Context: an optimization exercise on an open-source flow, tuned for small area and a short achievable clock period. The choices shown serve that exercise and are no tape-out recipe.
The RTL was checked by simulation tests, not by an equivalence proof against the original design.
Power and IR drop assume default switching activity.

$ cat design/flow/run.sh
#!/bin/bash
# synth_recipe.tcl (not shown) runs the flow's synth.tcl, then flattens the netlist and writes it again
# the make line also repeats each setting of config.mk as NAME=value (left out here)
make -C /OpenROAD-flow-scripts/flow DESIGN_CONFIG=/design/flow/config.mk WORK_HOME=/design/flow/orfs CLKGATE_MAP_FILE= SYNTH_SCRIPT=/design/flow/synth_recipe.tcl finish
$ cat design/flow/config.mk
export PLATFORM = sky130hd
export DESIGN_NAME = sparcExecTop
export DESIGN_NICKNAME = sparcExecTop
export VERILOG_FILES = /design/flow/design.v
export SDC_FILE = /design/flow/constraint.sdc
export NUM_CORES = 4
export LEC_CHECK = 0
export CAP_MARGIN = 20
export CORE_MARGIN = 2
export CORE_UTILIZATION = 40
export SLEW_MARGIN = 20
$ cat design/flow/constraint.sdc
create_clock -name core_clock -period 6.0 [get_ports {Clk}]
set_input_delay 1.2000 -clock core_clock [delete_from_list [all_inputs] [get_ports {Clk}]]
set_output_delay 1.2000 -clock core_clock [all_outputs]
set_load 0.01 [all_outputs]
$ cat design/flow/design.v
package sparcIsaPkg;
    typedef logic [31:0] wordT;                  
    typedef logic [4:0]  regIdxT;                
    typedef enum logic [3:0] {
        aluAdd   = 4'd0,                         
        aluAddx  = 4'd1,                         
        aluSub   = 4'd2,                         
        aluSubx  = 4'd3,                         
        aluAnd   = 4'd4,
        aluOr    = 4'd5,
        aluXor   = 4'd6,
        aluXnor  = 4'd7,
        aluAndn  = 4'd8,                         
        aluOrn   = 4'd9,                         
        aluSll   = 4'd10,
        aluSrl   = 4'd11,
        aluSra   = 4'd12,                        
        aluPassA = 4'd13,
        aluPassB = 4'd14,                        
        aluNotB  = 4'd15
    } aluOpE;
    typedef enum logic [1:0] {
        opBranch = 2'd0,                         
        opCall   = 2'd1,
        opArith  = 2'd2,                         
        opMem    = 2'd3                          
    } opClassE;
    typedef enum logic [1:0] {
        sizeByte = 2'd0,
        sizeHalf = 2'd1,
        sizeWord = 2'd2
    } memSizeE;
    typedef enum logic [1:0] {
        wbPc  = 2'd0,                            
        wbAlu = 2'd1,
        wbMem = 2'd3                             
    } wbSelE;
    typedef struct packed {
        logic    enable;                         
        logic    rw;                             
        logic    signExt;                        
        memSizeE size;
    } memCtlT;
    typedef struct packed {
        aluOpE  aluOp;
        logic   alterCc;                         
        logic   rfEnable;
        memCtlT memCtl;
        wbSelE  wbSel;
        regIdxT rd;
    } decodedT;
    typedef struct packed {
        wordT instr;
        wordT opA;
        wordT opB;
    } issueT;
    typedef struct packed {
        wordT   result;                          
        regIdxT rd;
        logic   rfEnable;
        memCtlT memCtl;
        wbSelE  wbSel;
    } resultT;
endpackage
package apbRegPkg;
    typedef struct packed {
        logic        psel;
        logic        penable;
        logic        pwrite;
        logic [7:0]  paddr;                      
        logic [31:0] pwdata;
    } apbReqT;
    typedef struct packed {
        logic [31:0] prdata;
        logic        pready;                     
        logic        pslverr;                    
    } apbRspT;
    typedef struct packed {
        logic n;                                 
        logic z;                                 
        logic v;                                 
        logic c;                                 
    } iccT;
    typedef enum logic [7:0] {
        regCtrl    = 8'h00,                      
        regIcc     = 8'h04,                      
        regRetired = 8'h08                       
    } regAddrE;
endpackage
`timescale 1ns/1ns
module instrDecoder (
    input  logic    Clk,
    input  logic    arstN,
    input  sparcIsaPkg::issueT   issue,
    input  logic    issueVld,
    input  logic    run,
    output sparcIsaPkg::decodedT dec,
    output sparcIsaPkg::wordT    opA,
    output sparcIsaPkg::wordT    opB,
    output logic    decVld
);
    sparcIsaPkg::opClassE    op;
    logic [5:0] op3;
    logic [2:0] op2;
    logic       xfer;
    logic       ccCapable;                       
    sparcIsaPkg::decodedT    decNext;
    assign op   = sparcIsaPkg::opClassE'(issue.instr[31:30]);
    assign op3  = issue.instr[24:19];
    assign op2  = issue.instr[24:22];
    assign xfer = issueVld && run;               
    always_comb begin
        decNext          = '0;
        decNext.aluOp    = sparcIsaPkg::aluAdd;               
        decNext.rfEnable = 1'b1;
        decNext.wbSel    = sparcIsaPkg::wbAlu;
        decNext.rd       = issue.instr[29:25];
        ccCapable        = 1'b0;
        case (op)
            sparcIsaPkg::opArith: begin
                if (!op3[5]) begin
                    ccCapable = 1'b1;
                    case (op3[3:0])              
                        4'h0: decNext.aluOp = sparcIsaPkg::aluAdd;
                        4'h8: decNext.aluOp = sparcIsaPkg::aluAddx;
                        4'h4: decNext.aluOp = sparcIsaPkg::aluSub;
                        4'hC: decNext.aluOp = sparcIsaPkg::aluSubx;
                        4'h1: decNext.aluOp = sparcIsaPkg::aluAnd;
                        4'h5: decNext.aluOp = sparcIsaPkg::aluAndn;
                        4'h2: decNext.aluOp = sparcIsaPkg::aluOr;
                        4'h6: decNext.aluOp = sparcIsaPkg::aluOrn;
                        4'h3: decNext.aluOp = sparcIsaPkg::aluXor;
                        4'h7: decNext.aluOp = sparcIsaPkg::aluXnor;
                        default: ccCapable = 1'b0;
                    endcase
                    decNext.alterCc = op3[4] && ccCapable;
                end else begin
                    case (op3)
                        6'h25: decNext.aluOp = sparcIsaPkg::aluSll;
                        6'h26: decNext.aluOp = sparcIsaPkg::aluSrl;
                        6'h27: decNext.aluOp = sparcIsaPkg::aluSra;
                        6'h38: decNext.wbSel = sparcIsaPkg::wbPc;     
                        default: ;
                    endcase
                end
            end
            sparcIsaPkg::opBranch: begin
                if (op2 == 3'b100) begin
                    decNext.aluOp = sparcIsaPkg::aluPassB;    
                end else if (op2 == 3'b010) begin
                    decNext.rfEnable = 1'b0;     
                end
            end
            sparcIsaPkg::opCall: decNext.wbSel = sparcIsaPkg::wbPc;        
            sparcIsaPkg::opMem: begin
                decNext.memCtl.enable = 1'b1;
                case (op3)
                    6'h09: begin                 
                        decNext.memCtl.signExt = 1'b1;
                        decNext.memCtl.size    = sparcIsaPkg::sizeByte;
                    end
                    6'h0A: begin                 
                        decNext.memCtl.signExt = 1'b1;
                        decNext.memCtl.size    = sparcIsaPkg::sizeHalf;
                    end
                    6'h00, 6'h03: decNext.memCtl.size = sparcIsaPkg::sizeWord;    
                    6'h01, 6'h0D: decNext.memCtl.size = sparcIsaPkg::sizeByte;    
                    6'h02:        decNext.memCtl.size = sparcIsaPkg::sizeHalf;    
                    6'h05: decNext.memCtl = {1'b1, 1'b1, 1'b0, sparcIsaPkg::sizeByte};   
                    6'h06: decNext.memCtl = {1'b1, 1'b1, 1'b0, sparcIsaPkg::sizeHalf};   
                    6'h04, 6'h07: decNext.memCtl = {1'b1, 1'b1, 1'b0, sparcIsaPkg::sizeWord};
                    default: decNext.memCtl = '0;    
                endcase
                if (decNext.memCtl.enable && !decNext.memCtl.rw) begin
                    decNext.wbSel = sparcIsaPkg::wbMem;       
                end
                if (decNext.memCtl.rw) begin
                    decNext.rfEnable = 1'b0;     
                end
            end
            default: ;
        endcase
    end
    always_ff @(posedge Clk or negedge arstN) begin
        if (!arstN) begin
            decVld <= 1'b0;
        end else begin
            decVld <= xfer;                      
        end
    end
    always_ff @(posedge Clk) begin
        if (xfer) begin
            dec <= decNext;
            opA <= issue.opA;
            opB <= issue.opB;
        end
    end
endmodule
`timescale 1ns/1ns
module aluExecute (
    input  logic    Clk,
    input  logic    arstN,
    input  sparcIsaPkg::decodedT dec,
    input  sparcIsaPkg::wordT    opA,
    input  sparcIsaPkg::wordT    opB,
    input  logic    decVld,
    input  logic    carryIn,
    output apbRegPkg::iccT     iccNext,
    output logic    iccWrEn,
    output logic    retire,
    output sparcIsaPkg::resultT  result,
    output logic    resVld
);
    logic [32:0] sum;                            
    sparcIsaPkg::wordT        aluOut;
    logic        addGrp;
    logic        subGrp;
    assign addGrp = (dec.aluOp == sparcIsaPkg::aluAdd) || (dec.aluOp == sparcIsaPkg::aluAddx);
    assign subGrp = (dec.aluOp == sparcIsaPkg::aluSub) || (dec.aluOp == sparcIsaPkg::aluSubx);
    always_comb begin
        sum    = '0;
        aluOut = '0;
        case (dec.aluOp)
            sparcIsaPkg::aluAdd:   sum = {1'b0, opA} + {1'b0, opB};
            sparcIsaPkg::aluAddx:  sum = {1'b0, opA} + {1'b0, opB} + {32'b0, carryIn};
            sparcIsaPkg::aluSub:   sum = {1'b0, opA} - {1'b0, opB};
            sparcIsaPkg::aluSubx:  sum = {1'b0, opA} - {1'b0, opB} - {32'b0, carryIn};
            sparcIsaPkg::aluAnd:   aluOut = opA & opB;
            sparcIsaPkg::aluOr:    aluOut = opA | opB;
            sparcIsaPkg::aluXor:   aluOut = opA ^ opB;
            sparcIsaPkg::aluXnor:  aluOut = ~(opA ^ opB);
            sparcIsaPkg::aluAndn:  aluOut = opA & ~opB;
            sparcIsaPkg::aluOrn:   aluOut = opA | ~opB;
            sparcIsaPkg::aluSll:   aluOut = opA << opB[4:0];
            sparcIsaPkg::aluSrl:   aluOut = opA >> opB[4:0];
            sparcIsaPkg::aluSra:   aluOut = sparcIsaPkg::wordT'($signed(opA) >>> opB[4:0]);
            sparcIsaPkg::aluPassA: aluOut = opA;
            sparcIsaPkg::aluPassB: aluOut = opB;
            sparcIsaPkg::aluNotB:  aluOut = ~opB;
            default:  aluOut = '0;
        endcase
        if (addGrp || subGrp) begin
            aluOut = sum[31:0];
        end
    end
    always_comb begin
        iccNext   = '0;
        iccNext.c = carryIn;                     
        if (dec.aluOp <= sparcIsaPkg::aluOrn) begin
            iccNext.n = aluOut[31];
            iccNext.z = (aluOut == '0);
            iccNext.c = sum[32];                 
        end
        if (addGrp) begin
            iccNext.v = (opA[31] == opB[31]) && (aluOut[31] != opA[31]);
        end else if (subGrp) begin
            iccNext.v = (opA[31] != opB[31]) && (aluOut[31] != opA[31]);
        end
    end
    assign iccWrEn = decVld && dec.alterCc;      
    assign retire  = decVld;                     
    always_ff @(posedge Clk or negedge arstN) begin
        if (!arstN) begin
            resVld <= 1'b0;
        end else begin
            resVld <= decVld;
        end
    end
    always_ff @(posedge Clk) begin
        if (decVld) begin
            result.result   <= aluOut;
            result.rd       <= dec.rd;
            result.rfEnable <= dec.rfEnable;
            result.memCtl   <= dec.memCtl;
            result.wbSel    <= dec.wbSel;
        end
    end
endmodule
`timescale 1ns/1ns
module pipeRegBlock #(
    parameter int apbAddrWidth = 8               
) (
    input  logic   Clk,
    input  logic   arstN,
    input  apbRegPkg::apbReqT apbReq,
    output apbRegPkg::apbRspT apbRsp,
    input  logic   iccWrEn,
    input  apbRegPkg::iccT    iccNext,
    input  logic   retire,
    output logic   run,
    output logic   carryOut
);
    logic [apbAddrWidth-1:0] offset;
    logic                    access;
    logic                    wrAccess;
    logic                    hitCtrl;
    logic                    hitIcc;
    logic                    hitRetired;
    apbRegPkg::iccT                     icc;
    logic [31:0]             retired;
    assign offset     = apbReq.paddr[apbAddrWidth-1:0];
    assign access     = apbReq.psel && apbReq.penable;      
    assign wrAccess   = access && apbReq.pwrite;
    assign hitCtrl    = (offset == apbAddrWidth'(apbRegPkg::regCtrl));
    assign hitIcc     = (offset == apbAddrWidth'(apbRegPkg::regIcc));
    assign hitRetired = (offset == apbAddrWidth'(apbRegPkg::regRetired));
    always_ff @(posedge Clk or negedge arstN) begin
        if (!arstN) begin
            run     <= 1'b0;
            icc     <= '0;
            retired <= '0;
        end else begin
            if (wrAccess && hitCtrl) begin
                run <= apbReq.pwdata[0];
            end
            if (wrAccess && hitIcc) begin
                icc <= apbRegPkg::iccT'(apbReq.pwdata[3:0]);    
            end else if (iccWrEn) begin
                icc <= iccNext;
            end
            if (wrAccess && hitRetired) begin
                retired <= '0;                       
            end else if (retire) begin
                retired <= retired + 32'd1;
            end
        end
    end
    always_comb begin
        apbRsp         = '0;
        apbRsp.pready  = 1'b1;                       
        apbRsp.pslverr = access && !(hitCtrl || hitIcc || hitRetired);
        if (access && !apbReq.pwrite) begin
            if (hitCtrl) begin
                apbRsp.prdata = {31'b0, run};
            end else if (hitIcc) begin
                apbRsp.prdata = {28'b0, icc};
            end else if (hitRetired) begin
                apbRsp.prdata = retired;
            end
        end
    end
    assign carryOut = icc.c;                         
endmodule
`timescale 1ns/1ns
module sparcExecPipe #(
    parameter int apbAddrWidth = 8
) (
    input  logic   Clk,
    input  logic   arstN,
    input  sparcIsaPkg::issueT  issue,
    input  logic   issueVld,
    output logic   issueRdy,
    output sparcIsaPkg::resultT result,
    output logic   resVld,
    input  apbRegPkg::apbReqT apbReq,
    output apbRegPkg::apbRspT apbRsp
);
    sparcIsaPkg::decodedT dec;
    sparcIsaPkg::wordT    opA;
    sparcIsaPkg::wordT    opB;
    logic    decVld;
    logic    run;
    logic    carry;
    apbRegPkg::iccT     iccNext;
    logic    iccWrEn;
    logic    retire;
    assign issueRdy = run;                       
    instrDecoder uDecoder (
        .Clk      (Clk),
        .arstN    (arstN),
        .issue    (issue),
        .issueVld (issueVld),
        .run      (run),
        .dec      (dec),
        .opA      (opA),
        .opB      (opB),
        .decVld   (decVld)
    );
    aluExecute uExecute (
        .Clk      (Clk),
        .arstN    (arstN),
        .dec      (dec),
        .opA      (opA),
        .opB      (opB),
        .decVld   (decVld),
        .carryIn  (carry),
        .iccNext  (iccNext),
        .iccWrEn  (iccWrEn),
        .retire   (retire),
        .result   (result),
        .resVld   (resVld)
    );
    pipeRegBlock #(
        .apbAddrWidth (apbAddrWidth)
    ) uRegBlock (
        .Clk      (Clk),
        .arstN    (arstN),
        .apbReq   (apbReq),
        .apbRsp   (apbRsp),
        .iccWrEn  (iccWrEn),
        .iccNext  (iccNext),
        .retire   (retire),
        .run      (run),
        .carryOut (carry)
    );
endmodule
`timescale 1ns/1ns
module sparcExecTop (
    input  logic        Clk,
    input  logic        arstN,
    input  logic [31:0] issue_instr,
    input  logic [31:0] issue_opA,
    input  logic [31:0] issue_opB,
    input  logic        issueVld,
    output logic        issueRdy,
    output logic [31:0] result_result,
    output logic [4:0]  result_rd,
    output logic        result_rfEnable,
    output logic [4:0]  result_memCtl,           
    output logic [1:0]  result_wbSel,
    output logic        resVld,
    input  logic        apb_psel,
    input  logic        apb_penable,
    input  logic        apb_pwrite,
    input  logic [7:0]  apb_paddr,
    input  logic [31:0] apb_pwdata,
    output logic [31:0] apb_prdata,
    output logic        apb_pready,
    output logic        apb_pslverr
);
    sparcIsaPkg::issueT  issue;
    sparcIsaPkg::resultT result;
    apbRegPkg::apbReqT apbReq;
    apbRegPkg::apbRspT apbRsp;
    assign issue.instr = issue_instr;
    assign issue.opA   = issue_opA;
    assign issue.opB   = issue_opB;
    assign apbReq.psel    = apb_psel;
    assign apbReq.penable = apb_penable;
    assign apbReq.pwrite  = apb_pwrite;
    assign apbReq.paddr   = apb_paddr;
    assign apbReq.pwdata  = apb_pwdata;
    assign result_result   = result.result;
    assign result_rd       = result.rd;
    assign result_rfEnable = result.rfEnable;
    assign result_memCtl   = result.memCtl;
    assign result_wbSel    = result.wbSel;
    assign apb_prdata  = apbRsp.prdata;
    assign apb_pready  = apbRsp.pready;
    assign apb_pslverr = apbRsp.pslverr;
    sparcExecPipe #(
        .apbAddrWidth (8)
    ) uPipe (
        .Clk      (Clk),
        .arstN    (arstN),
        .issue    (issue),
        .issueVld (issueVld),
        .issueRdy (issueRdy),
        .result   (result),
        .resVld   (resVld),
        .apbReq   (apbReq),
        .apbRsp   (apbRsp)
    );
endmodule
==> results.ini <==
[flow_run]
maxCapViolations = 0

[timing]
setup_violations = 0
fmax_mhz = 173.7
worst_slack_ps = 242.8
tns_ps = 0
tightest_slew_ps = 1021
rsz0062_at_grt = false
fin_skew_ps = 16.50
maxSlewViolCount = 0
fin_crit_sh_pct = 95.95
period_needed_ps = 5757
hold_viol = 0
relSlewSlack_pct = 31.23

[worst_setup_path]
crit_buf_inv = 3
slowest_delay_ps = 680
start_kind = register
crit_family = compound AO/OA/AOI/OAI gates
critPathKind = reg -> reg
cp_max_fo = 8
required_ps = 6430
setup.worst_path.end_class = register
cp_slowest_cell = nor4b_1
worst_ep_arrival_time_ps = 6190
path_cells = inv_1 > ha_1 > buf_4 > a211oi_1 > o21ai_1 > a21oi_1 > xnor2_1 > a211oi_1 > buf_4 > nor4b_1 > nand3_1 > o211ai_1 > o41ai_1 > a211o_1 > nor4_1 > nand4_1 > nand2_1

[pwr]
p_leak_nw = 8.452
powerDensity_mw_per_mm2 = 123.3
intPower_w = 0.002048
clock_power_share_pct = 40.5
ir_drop_v = 0.0002013
netSwitchingPower_w = 0.0008237
switching_share_pct = 28.68
fin_total_pwr_w = 0.002872
p_comb_share_pct = 13.2
seqPwrFrac_pct = 46.3

[drt]
wirelength_met1_um = 39360
drt_wl_total_um = 91270
dr.pass1.iters = 8
drtAntennaViolNets = 0
highest_layer = met5
drt_iter0_markers = 2632
num_vias = 21573
drc_errors = 0
met3_length_um = 7784
routed-wl-met2_um = 39610
avgViaCountPerCell = 6.563
wire_per_inst_um = 27.77

[grt]
grt_pass1_wl_um = 132600
first_global_vias = 19631
overflow = 0
grt_max_degree = 81
track_usage_pct = 35.39
antenna_found_initial = 3

[clock_network]
cts_buffers = 17
h-tree-depth = 4
clk_path_buf_depth = 2
tritoncts = yes
cts.sinks = 166
clkTransAtPathRegs_ps = 70
clock_latency_ps = 500
ctsHoldBuffers = 0
cts_root_buf = clkbuf_16
cts.repair.resized = 0
post-cts-setup-buffer-count = 0

[die]
num_rows = 81
die_h_um = 226.3
core_sq_mm = 0.04885
start_util_pct = 40.48
die_area_sq_mm = 0.05123
fp.dieW_um = 226.3
io_pins = 223

[finish]
antenna_cells = 0
post-route-util_pct = 47.70
layout.nets = 2833
layout_commonest_cell = nor2_1
layout_common_cells = 256 x nor2_1, 244 x nand2_1, 173 x clkdlybuf4s50_1
layout-drive-gt1-share_pct = 10.94
fillers = 4876
syn_to_final_growth_pct = 17.84

[placed_design]
hpwlAfterDp_um = 71260
gp_congestion = 0.9926
numPortBuffers = 174
dp_slack_ps = 409.2

[status]
status = finished clean

[logic_synthesis]
synthArstFlopShare_pct = 23.49
yosys_warnings = 3
ys_ff_latch = 166
synthDistinctLibCells = 96
synthCells = 2464
syn_nets = 2687
synth_edf_count = 127
avgSynthCellArea_sq_um = 8.026
synth_area_sq_mm = 0.01978
yosys_most_used_dff = edfxtp_1
yosysSeqAreaShare_pct = 24.22

[hold_path]
hold_class = reg -> reg

-- stage by stage --
stage               instances  area [sq um]  hold WS (ps)
floorplan                2464         19780         400.3
global placement         3254         22680         400.6
detailed placement       3255         22690         404.5
CTS                      3287         23290         421.8
global route             3287         23300         429.5
finish                   3287         23300         420.9
-- worst reg2reg max path, stage by stage, from the launching register on --
cell and delay [ps]:
edfxtp_1 580, inv_1 110, ha_1 400, buf_4 200
a211oi_1 420, o21ai_1 360, a21oi_1 340, xnor2_1 240
a211oi_1 270, buf_4 160, nor4b_1 680, nand3_1 500
o211ai_1 300, o41ai_1 110, a211o_1 290, nor4_1 390
nand4_1 210, nand2_1 110
-- cell usage after synthesis, types with 16 or more instances --
cell type | number | share of area (%)
a211o_1 | 17 | 0.75
a211oi_1 | 45 | 1.7
a21oi_1 | 171 | 4.3
a22oi_1 | 16 | 0.61
a31oi_1 | 24 | 0.76
and2_1 | 43 | 1.4
and3_1 | 32 | 1.0
buf_1 | 35 | 0.66
buf_2 | 19 | 0.48
clkbuf_1 | 126 | 2.4
dfrtp_1 | 39 | 4.9
edfxtp_1 | 127 | 19
ha_1 | 79 | 5.0
inv_1 | 81 | 1.5
mux2_2 | 23 | 1.3
mux2i_1 | 91 | 4.6
mux4_2 | 52 | 5.9
nand2_1 | 244 | 4.6
nand2b_1 | 20 | 0.63
nand3_1 | 55 | 1.4
nand4_1 | 31 | 0.98
nor2_1 | 258 | 4.9
nor2b_1 | 22 | 0.70
nor3_1 | 76 | 1.9
nor4_1 | 40 | 1.3
o211ai_1 | 56 | 2.1
o21ai_0 | 163 | 4.1
o22ai_1 | 22 | 0.70
o31ai_1 | 18 | 0.68
or3_1 | 25 | 0.79
or4_1 | 16 | 0.61
xnor2_1 | 70 | 3.1
xor2_1 | 30 | 1.3
-- routing by layer --
metal | vias to the layer above | GRT usage (%)
met2 | 1154 | 53.18
met3 | 192 | 7.127
met1 | 10547 | 48.66
li1 | 9678 | -
met4 | 2 | 16.55
met5 | - | 0
-- logic make-up after synthesis --
logic type | Yosys count | share of synthesized area, %
adder cells (fa/ha/maj) | 94 | 5.859
AND/OR/NAND/NOR | 922 | 22.81
AO/OA/AOI/OAI | 747 | 25.60
buffers and inverters | 268 | 5.226
other | 1 | 0.01896
XOR/XNOR | 100 | 4.429
flip-flops | 166 | 24.22
multiplexers | 166 | 11.84
-- state kept, by name, indices dropped and copies added, names as in the netlist --
name,count
uPipe.uExecute.result,45
uPipe.uDecoder.opA,32
uPipe.uDecoder.opB,32
uPipe.uRegBlock.retired,32
uPipe.uDecoder.dec,18
uPipe.uRegBlock.icc,4
uPipe.uDecoder.decVld,1
uPipe.uExecute.resVld,1
uPipe.uRegBlock.run,1
-- final timing paths --
path	slack [ps]	from	depth (start not counted)	end
setup / recovery	240	uPipe.uDecoder.opB[2]	17	uPipe.uRegBlock.icc[2]
setup reg to reg	240	uPipe.uDecoder.opB[2]	17	uPipe.uRegBlock.icc[2]
hold / removal	420	uPipe.uDecoder.dec[3]	0	uPipe.uExecute.result[11]
max in group asynchronous	4580	arstN	1	uPipe.uDecoder.decVld
min in group asynchronous	820	arstN	1	uPipe.uRegBlock.retired[16]
hold reg to reg	420	uPipe.uDecoder.dec[3]	0	uPipe.uExecute.result[11]
-- cell type report --
class                           count  area (sq um)  area share, %
Clock inverter                     12         127.6         0.5477
Inverter                           87         326.6          1.401
Multi-Input combinational cell   2030         13980          60.00
Timing Repair Buffer              308          2768          11.88
Sequential cell                   166          4791          20.56
Clock buffer                       20         478.0          2.051
Tap cell                          664         830.8          3.565
-- power by group through the flow --
stage | clock [W] | sequential, W | combinational (W)
finish | 0.00116 | 0.00133 | 0.000380
global route | 0.00123 | 0.00134 | 0.000421
CTS | 0.00119 | 0.00133 | 0.000378
detailed placement | 0 | 0.00135 | 0.000376
global placement | 0 | 0.00135 | 0.000369
floorplan | 0 | 0.00134 | 0.000227

-- what the ideal ports hide --
How much do the figures lean on ideal ports? The routed layout below was timed once more, with nothing changed but the port constraints. Step 1 assumes that a clkbuf_16 drives the clock port and a buf_2 every other input. Step 2 also shifts input and output timing later by t, the mid clock arrival at the registers, as if the neighbouring blocks saw the same clock. Slacks: ideal ports / drivers / drivers and shift; pairs: ideal ports / drivers.
t, ns: 0.555
setup slack, ns: 0.243 / 0.243 / 0.243
worst setup path at the end: register to register
After both steps this run still meets setup and hold. The setup slack of this run moves by 0.000 ns with the drivers and by 0.000 ns with both steps.
